From an optimization exercise on the open Yosys and OpenROAD flow, aimed at small area, a short achievable clock period and few clock cycles per item; shortcuts taken in it are not production practice. At most, simulation tests tie the RTL to the original design; equivalence was not proved. Power is estimated from default activity; no workload was simulated.

==> flow/design.v <==
package aaci_pkg;
   localparam logic [1:0] CMD_ADD = 2'd0;
   localparam logic [1:0] CMD_SUB = 2'd1;
   localparam logic [1:0] CMD_MUL = 2'd2;
   localparam logic [1:0] CMD_BYE = 2'd3;
   localparam logic [2:0] ST_OK       = 3'd0;
   localparam logic [2:0] ST_BAD_CMD  = 3'd1;
   localparam logic [2:0] ST_FEW_ARGS = 3'd2;
   localparam logic [2:0] ST_MANY     = 3'd3;
   localparam logic [2:0] ST_BAD_IN   = 3'd4;
   localparam logic [2:0] ST_BYE      = 3'd5;
   localparam logic [2:0] ST_OVERFLOW = 3'd6;
endpackage
module ascii_arith_command_interpreter (
   input  logic        clock,
   input  logic        reset,
   input  logic        req_valid,
   output logic        req_ready,
   input  logic [7:0]  req_byte_req,
   output logic        rsp_valid,
   input  logic        rsp_ready,
   output logic [2:0]  rsp_status,
   output logic [31:0] rsp_value
);
   localparam logic [1:0] CMD_ADD = 2'd0;
   localparam logic [1:0] CMD_SUB = 2'd1;
   localparam logic [1:0] CMD_MUL = 2'd2;
   localparam logic [1:0] CMD_BYE = 2'd3;
   localparam logic [2:0] ST_OK       = 3'd0;
   localparam logic [2:0] ST_BAD_CMD  = 3'd1;
   localparam logic [2:0] ST_FEW_ARGS = 3'd2;
   localparam logic [2:0] ST_MANY     = 3'd3;
   localparam logic [2:0] ST_BAD_IN   = 3'd4;
   localparam logic [2:0] ST_BYE      = 3'd5;
   localparam logic [2:0] ST_OVERFLOW = 3'd6;
   localparam logic [1:0] M_FIRST = 2'd0;
   localparam logic [1:0] M_ADD   = 2'd1;
   localparam logic [1:0] M_SUB   = 2'd2;
   localparam logic [1:0] M_MUL   = 2'd3;
   logic        v_ff, v_in, rr_ff, rr_in;
   logic [7:0]  b_ff, b_in;
   logic        ign_ff, ign_in;        
   logic [7:0]  len_ff, len_in;        
   logic        full_ff, full_in;      
   logic [3:0]  pos_ff, pos_in;        
   logic [1:0]  cmd_ff, cmd_in;        
   logic        alive_ff, alive_in;    
   logic        nul_ff, nul_in;
   logic [2:0]  spc_ff, spc_in;        
   logic        badin_ff, badin_in;    
   logic        lastsp_ff, lastsp_in;  
   logic [31:0] r_ff, t_ff, sum;
   logic        rv_ff, rv_in;
   logic [2:0]  st_ff;
   logic [1:0]  mode_ff, mode_in;      
   logic        ps2_ff, ps4_ff, ps8_ff, qs1_ff, qs2_ff, qsn_ff;
   logic is_nl, is_sp, is_dig, is_nul, go, lend, spc0, word_end_ok;
   logic [3:0] name_len;
   logic [7:0] name_chr;
   logic [2:0] status;
   assign is_nl  = b_ff == 8'd10;
   assign is_sp  = b_ff == 8'd32;
   assign is_nul = b_ff == 8'd0;
   assign is_dig = b_ff[7:4] == 4'h3 && (!b_ff[3] || b_ff[2:1] == 2'b00);
   assign req_ready = rr_ff;
   assign go        = v_ff && rr_ff;
   assign lend      = go && !ign_ff && (is_nl || full_ff);
   assign spc0      = spc_ff == 3'd0;
   always_comb begin
      unique case (cmd_ff)
         CMD_ADD: name_len = 4'd3;
         CMD_SUB: name_len = 4'd8;
         CMD_MUL: name_len = 4'd8;
         default: name_len = 4'd3;
      endcase
      name_chr = 8'd0;
      unique case (cmd_ff)
         CMD_ADD: case (pos_ff)
            4'd1: name_chr = "d";
            4'd2: name_chr = "d";
            default: ;
         endcase
         CMD_SUB: case (pos_ff)
            4'd1: name_chr = "u";
            4'd2: name_chr = "b";
            4'd3: name_chr = "t";
            4'd4: name_chr = "r";
            4'd5: name_chr = "a";
            4'd6: name_chr = "c";
            4'd7: name_chr = "t";
            default: ;
         endcase
         CMD_MUL: case (pos_ff)
            4'd1: name_chr = "u";
            4'd2: name_chr = "l";
            4'd3: name_chr = "t";
            4'd4: name_chr = "i";
            4'd5: name_chr = "p";
            4'd6: name_chr = "l";
            4'd7: name_chr = "y";
            default: ;
         endcase
         default: case (pos_ff)
            4'd1: name_chr = "y";
            4'd2: name_chr = "e";
            default: ;
         endcase
      endcase
   end
   assign word_end_ok = alive_ff && pos_ff == name_len;
   always_comb begin
      if (nul_ff)
         status = ST_BAD_CMD;
      else if (spc_ff == 3'd5)
         status = ST_MANY;
      else if (spc0 ? !word_end_ok : !alive_ff)
         status = ST_BAD_CMD;
      else if (cmd_ff == CMD_BYE)
         status = ST_BYE;
      else if (spc_ff < 3'd2)
         status = ST_FEW_ARGS;
      else if (badin_ff || lastsp_ff)
         status = ST_BAD_IN;
      else
         status = ST_OK;
      if (!is_nl)
         status = ST_OVERFLOW;
   end
   always_comb begin
      ign_in    = ign_ff;
      len_in    = len_ff;
      pos_in    = pos_ff;
      cmd_in    = cmd_ff;
      alive_in  = alive_ff;
      nul_in    = nul_ff;
      spc_in    = spc_ff;
      badin_in  = badin_ff;
      lastsp_in = lastsp_ff;
      rv_in     = rv_ff && !rsp_ready;
      if (go) begin
         if (ign_ff) begin
            ign_in = !is_nl;
         end else if (lend) begin
            rv_in     = 1'b1;
            ign_in    = !is_nl;
            len_in    = '0;
            pos_in    = '0;
            cmd_in    = CMD_ADD;
            alive_in  = 1'b1;
            nul_in    = 1'b0;
            spc_in    = '0;
            badin_in  = 1'b0;
            lastsp_in = 1'b0;
         end else begin
            len_in    = len_ff + 8'd1;
            lastsp_in = is_sp;
            if (is_nul) begin
               nul_in = 1'b1;
            end
            if (is_sp) begin
               if (spc0) begin
                  alive_in = word_end_ok;
               end else if (lastsp_ff) begin
                  badin_in = 1'b1;
               end
               if (spc_ff != 3'd5) begin
                  spc_in = spc_ff + 3'd1;
               end
            end else if (spc0) begin
               pos_in = pos_ff + 4'd1;
               if (pos_ff == 4'd0) begin
                  alive_in = alive_ff && (b_ff == "a" || b_ff == "s" || b_ff == "m" || b_ff == "b");
                  cmd_in   = b_ff[4] ? CMD_SUB : b_ff[3] ? CMD_MUL : b_ff[1] ? CMD_BYE : CMD_ADD;
               end else if (pos_ff >= name_len || b_ff != name_chr) begin
                  alive_in = 1'b0;
               end
            end else if (!is_dig) begin
               badin_in = 1'b1;
            end
         end
      end
      full_in = len_in == 8'd255;
      v_in  = rr_ff ? req_valid : v_ff;
      b_in  = rr_ff ? req_byte_req : b_ff;
      rr_in = !(v_in && rv_in && (b_in == 8'd10 || b_in == 8'd32 || full_in));
      if (spc_in == 3'd1)
         mode_in = M_FIRST;
      else if (cmd_in == CMD_MUL)
         mode_in = M_MUL;
      else if (cmd_in == CMD_SUB)
         mode_in = M_SUB;
      else
         mode_in = M_ADD;
   end
   function automatic logic [11:0] slots(input logic [1:0] m, input logic [3:0] d);
      logic [4:0] v, r;
      logic a2, p2, a1, p1;
      logic [2:0] n;
      unique case (m)
         M_FIRST: v = {1'b0, d};
         M_ADD:   v = 5'd9 + {1'b0, d};
         M_SUB:   v = 5'd9 - {1'b0, d};
         default: v = {4'd0, d == 4'd7};
      endcase
      a2 = v >= 5'd4;
      p2 = v >= 5'd8;
      r  = v - (a2 ? 5'd4 : 5'd0) - (p2 ? 5'd4 : 5'd0);
      a1 = r >= 5'd2;
      p1 = r >= 5'd4;
      r  = r - (a1 ? 5'd2 : 5'd0) - (p1 ? 5'd2 : 5'd0);
      n  = r[2:0];
      slots = {2'b00, a2, p2, a1, p1, n >= 3'd1, n >= 3'd2, n >= 3'd3, n >= 3'd4,
               n >= 3'd5, n >= 3'd6};
   endfunction
   function automatic logic [5:0] selects(input logic [1:0] m, input logic [3:0] d);
      logic ps2, ps4, ps8, qs1, qs2, qsn;
      ps2 = 1'b0; ps4 = 1'b0; ps8 = 1'b0; qs1 = 1'b0; qs2 = 1'b0; qsn = 1'b0;
      unique case (m)
         M_FIRST: ;
         M_MUL: unique case (d)
            4'd1: qs1 = 1'b1;
            4'd2: ps2 = 1'b1;
            4'd3: begin ps2 = 1'b1; qs1 = 1'b1; end
            4'd4: ps4 = 1'b1;
            4'd5: begin ps4 = 1'b1; qs1 = 1'b1; end
            4'd6: begin ps4 = 1'b1; qs2 = 1'b1; end
            4'd7: begin ps8 = 1'b1; qs1 = 1'b1; qsn = 1'b1; end
            4'd8: ps8 = 1'b1;
            4'd9: begin ps8 = 1'b1; qs1 = 1'b1; end
            default: ;
         endcase
         default: begin
            ps8 = 1'b1;
            qs1 = 1'b1;
         end
      endcase
      selects = {ps2, ps4, ps8, qs1, qs2, qsn};
   endfunction
   logic [11:0] sl;
   logic [31:0] opa, opb, opp, opq, s1, c1, s2, c2;
   assign sl = slots(mode_ff, b_ff[3:0]);
   always_comb begin
      opa = {r_ff[28:0], sl[9], sl[7], sl[5]};
      opb = {r_ff[30:0], sl[4]};
      opp = ({t_ff[30:0], 1'b0} & {32{ps2_ff}}) | ({t_ff[29:0], 2'b0} & {32{ps4_ff}})
          | ({t_ff[28:0], 3'b0} & {32{ps8_ff}}) | {29'd0, sl[8], sl[6], sl[3]};
      opq = ((t_ff & {32{qs1_ff}}) | ({t_ff[30:0], 1'b0} & {32{qs2_ff}})) ^ {32{qsn_ff}};
      s1  = opa ^ opb ^ opp;
      c1  = (opa & opb) | (opa & opp) | (opb & opp);
      s2  = s1 ^ {c1[30:0], sl[2]} ^ opq;
      c2  = (s1 & {c1[30:0], sl[2]}) | (s1 & opq) | ({c1[30:0], sl[2]} & opq);
      sum = s2 + {c2[30:0], sl[1]} + {31'd0, sl[0]};
   end
   always_ff @(posedge clock) begin
      if (rr_ff) begin
         b_ff <= req_byte_req;
      end
   end
   always_ff @(posedge clock) begin
      if (reset) begin
         v_ff      <= 1'b0;
         rr_ff     <= 1'b1;
         rv_ff     <= 1'b0;
         ign_ff    <= 1'b0;
         len_ff    <= '0;
         full_ff   <= 1'b0;
         pos_ff    <= '0;
         cmd_ff    <= CMD_ADD;
         alive_ff  <= 1'b1;
         nul_ff    <= 1'b0;
         spc_ff    <= '0;
         badin_ff  <= 1'b0;
         lastsp_ff <= 1'b0;
      end else begin
         v_ff      <= v_in;
         rr_ff     <= rr_in;
         rv_ff     <= rv_in;
         ign_ff    <= ign_in;
         len_ff    <= len_in;
         full_ff   <= full_in;
         pos_ff    <= pos_in;
         cmd_ff    <= cmd_in;
         alive_ff  <= alive_in;
         nul_ff    <= nul_in;
         spc_ff    <= spc_in;
         badin_ff  <= badin_in;
         lastsp_ff <= lastsp_in;
      end
   end
   always_ff @(posedge clock) begin
      mode_ff <= mode_in;
      {ps2_ff, ps4_ff, ps8_ff, qs1_ff, qs2_ff, qsn_ff} <= selects(mode_in, b_in[3:0]);
   end
   always_ff @(posedge clock) begin
      if (lend) begin
         st_ff <= status;
      end
   end
   always_ff @(posedge clock) begin
      if (go && !ign_ff) begin
         if (lend) begin
            if (status != ST_OK) begin
               r_ff <= '0;
            end
         end else if (is_sp) begin
            if (spc0) begin
               r_ff <= '0;
            end else if (spc_ff != 3'd5) begin
               t_ff <= (cmd_ff == CMD_MUL) ? r_ff : ~r_ff;
               if (cmd_ff == CMD_MUL) begin
                  r_ff <= '0;
               end
            end
         end else if (is_dig && !spc0) begin
            r_ff <= sum;
         end
      end
   end
   assign rsp_valid  = rv_ff;
   assign rsp_status = st_ff;
   assign rsp_value  = r_ff;
endmodule
export LEC_CHECK = 0
export CAP_MARGIN = 20
export CORE_MARGIN = 2
export CORE_UTILIZATION = 40
export SETUP_SLACK_MARGIN = 5
export SLEW_MARGIN = 20
create_clock -name core_clock -period 10.0 [get_ports {clock}]
run.sh (not shown) runs the stock make flow with config.mk's settings and CLKGATE_MAP_FILE= SYNTH_SCRIPT=/design/flow/synth_recipe.tcl, a recipe that flattens the netlist after the stock synthesis.
Then changed:
--- a/flow/design.v
+++ b/flow/design.v
@@ -53,5 +53,5 @@
    logic        rv_ff, rv_in;
    logic [2:0]  st_ff;
-   logic [1:0]  mode_ff, mode_in;      
+   logic [1:0]  mode_in;               
    logic        ps2_ff, ps4_ff, ps8_ff, qs1_ff, qs2_ff, qsn_ff;
    logic is_nl, is_sp, is_dig, is_nul, go, lend, spc0, word_end_ok;
@@ -237,7 +237,7 @@
       selects = {ps2, ps4, ps8, qs1, qs2, qsn};
    endfunction
-   logic [11:0] sl;
+   logic [11:0] sl;                    
    logic [31:0] opa, opb, opp, opq, s1, c1, s2, c2;
-   assign sl = slots(mode_ff, b_ff[3:0]);
+   logic [32:0] sum33;
    always_comb begin
       opa = {r_ff[28:0], sl[9], sl[7], sl[5]};
@@ -250,5 +250,6 @@
       s2  = s1 ^ {c1[30:0], sl[2]} ^ opq;
       c2  = (s1 & {c1[30:0], sl[2]}) | (s1 & opq) | ({c1[30:0], sl[2]} & opq);
-      sum = s2 + {c2[30:0], sl[1]} + {31'd0, sl[0]};
+      sum33 = {s2, sl[0]} + {c2[30:0], sl[1], 1'b1};
+      sum   = sum33[32:1];
    end
    always_ff @(posedge clock) begin
@@ -289,5 +290,5 @@
    end
    always_ff @(posedge clock) begin
-      mode_ff <= mode_in;
+      sl <= slots(mode_in, b_in[3:0]);
       {ps2_ff, ps4_ff, ps8_ff, qs1_ff, qs2_ff, qsn_ff} <= selects(mode_in, b_in[3:0]);
    end
Effect: The new run went through all stages and came out clean; cell area increases by 3.1%; first-iteration DRC count rises by 7.4%; core utilization is lower by 2.1 points; worst hold slack gets worse by 0.0099 ns; synthesized area rose by 8.5%; clock power came out higher by 58%; non-clock buffer count fell by 19; setup slack improves by 0.66 ns; power climbs by 15%; register-to-register slack gets better by 0.82 ns; wire length came out higher by 2.3%; global-route usage fell by 1.1 points; sequential power increases by 13%.
Testbench counts after the change, summed over its fixed seeds: cycles 85,220, lines 3,200.
Only the layout flow was run in the first run of this note; the RTL was not checked for function there.

## re-timing with driven ports
How much do the figures lean on ideal ports? The routed layouts below were timed once more, with nothing changed but the port constraints. Step 1 (the two cells are an assumption about what drives the block):
set clk [get_ports {clock}]
set_driving_cell -lib_cell sky130_fd_sc_hd__clkbuf_16 $clk
set_driving_cell -lib_cell sky130_fd_sc_hd__buf_2 [delete_from_list [all_inputs] $clk]
Step 2 also shifts input and output timing later by t, the mid clock arrival at the registers, as if the neighbouring blocks saw the same clock. Three values: ideal, step 1, step 2; two values: the first two.
run	t (ns)	setup WS [ns]	clock arrival spread, ns
the first run	0.403	4.600 / 4.600 / 4.600	0.010 / 0.010
the second run	0.466	5.259 / 5.277 / 4.811	0.013 / 0.012
After both steps every run listed still meets setup and hold. The setup slack of the second run, which loses most, moves by +0.018 ns with the drivers and by -0.448 ns with both steps.
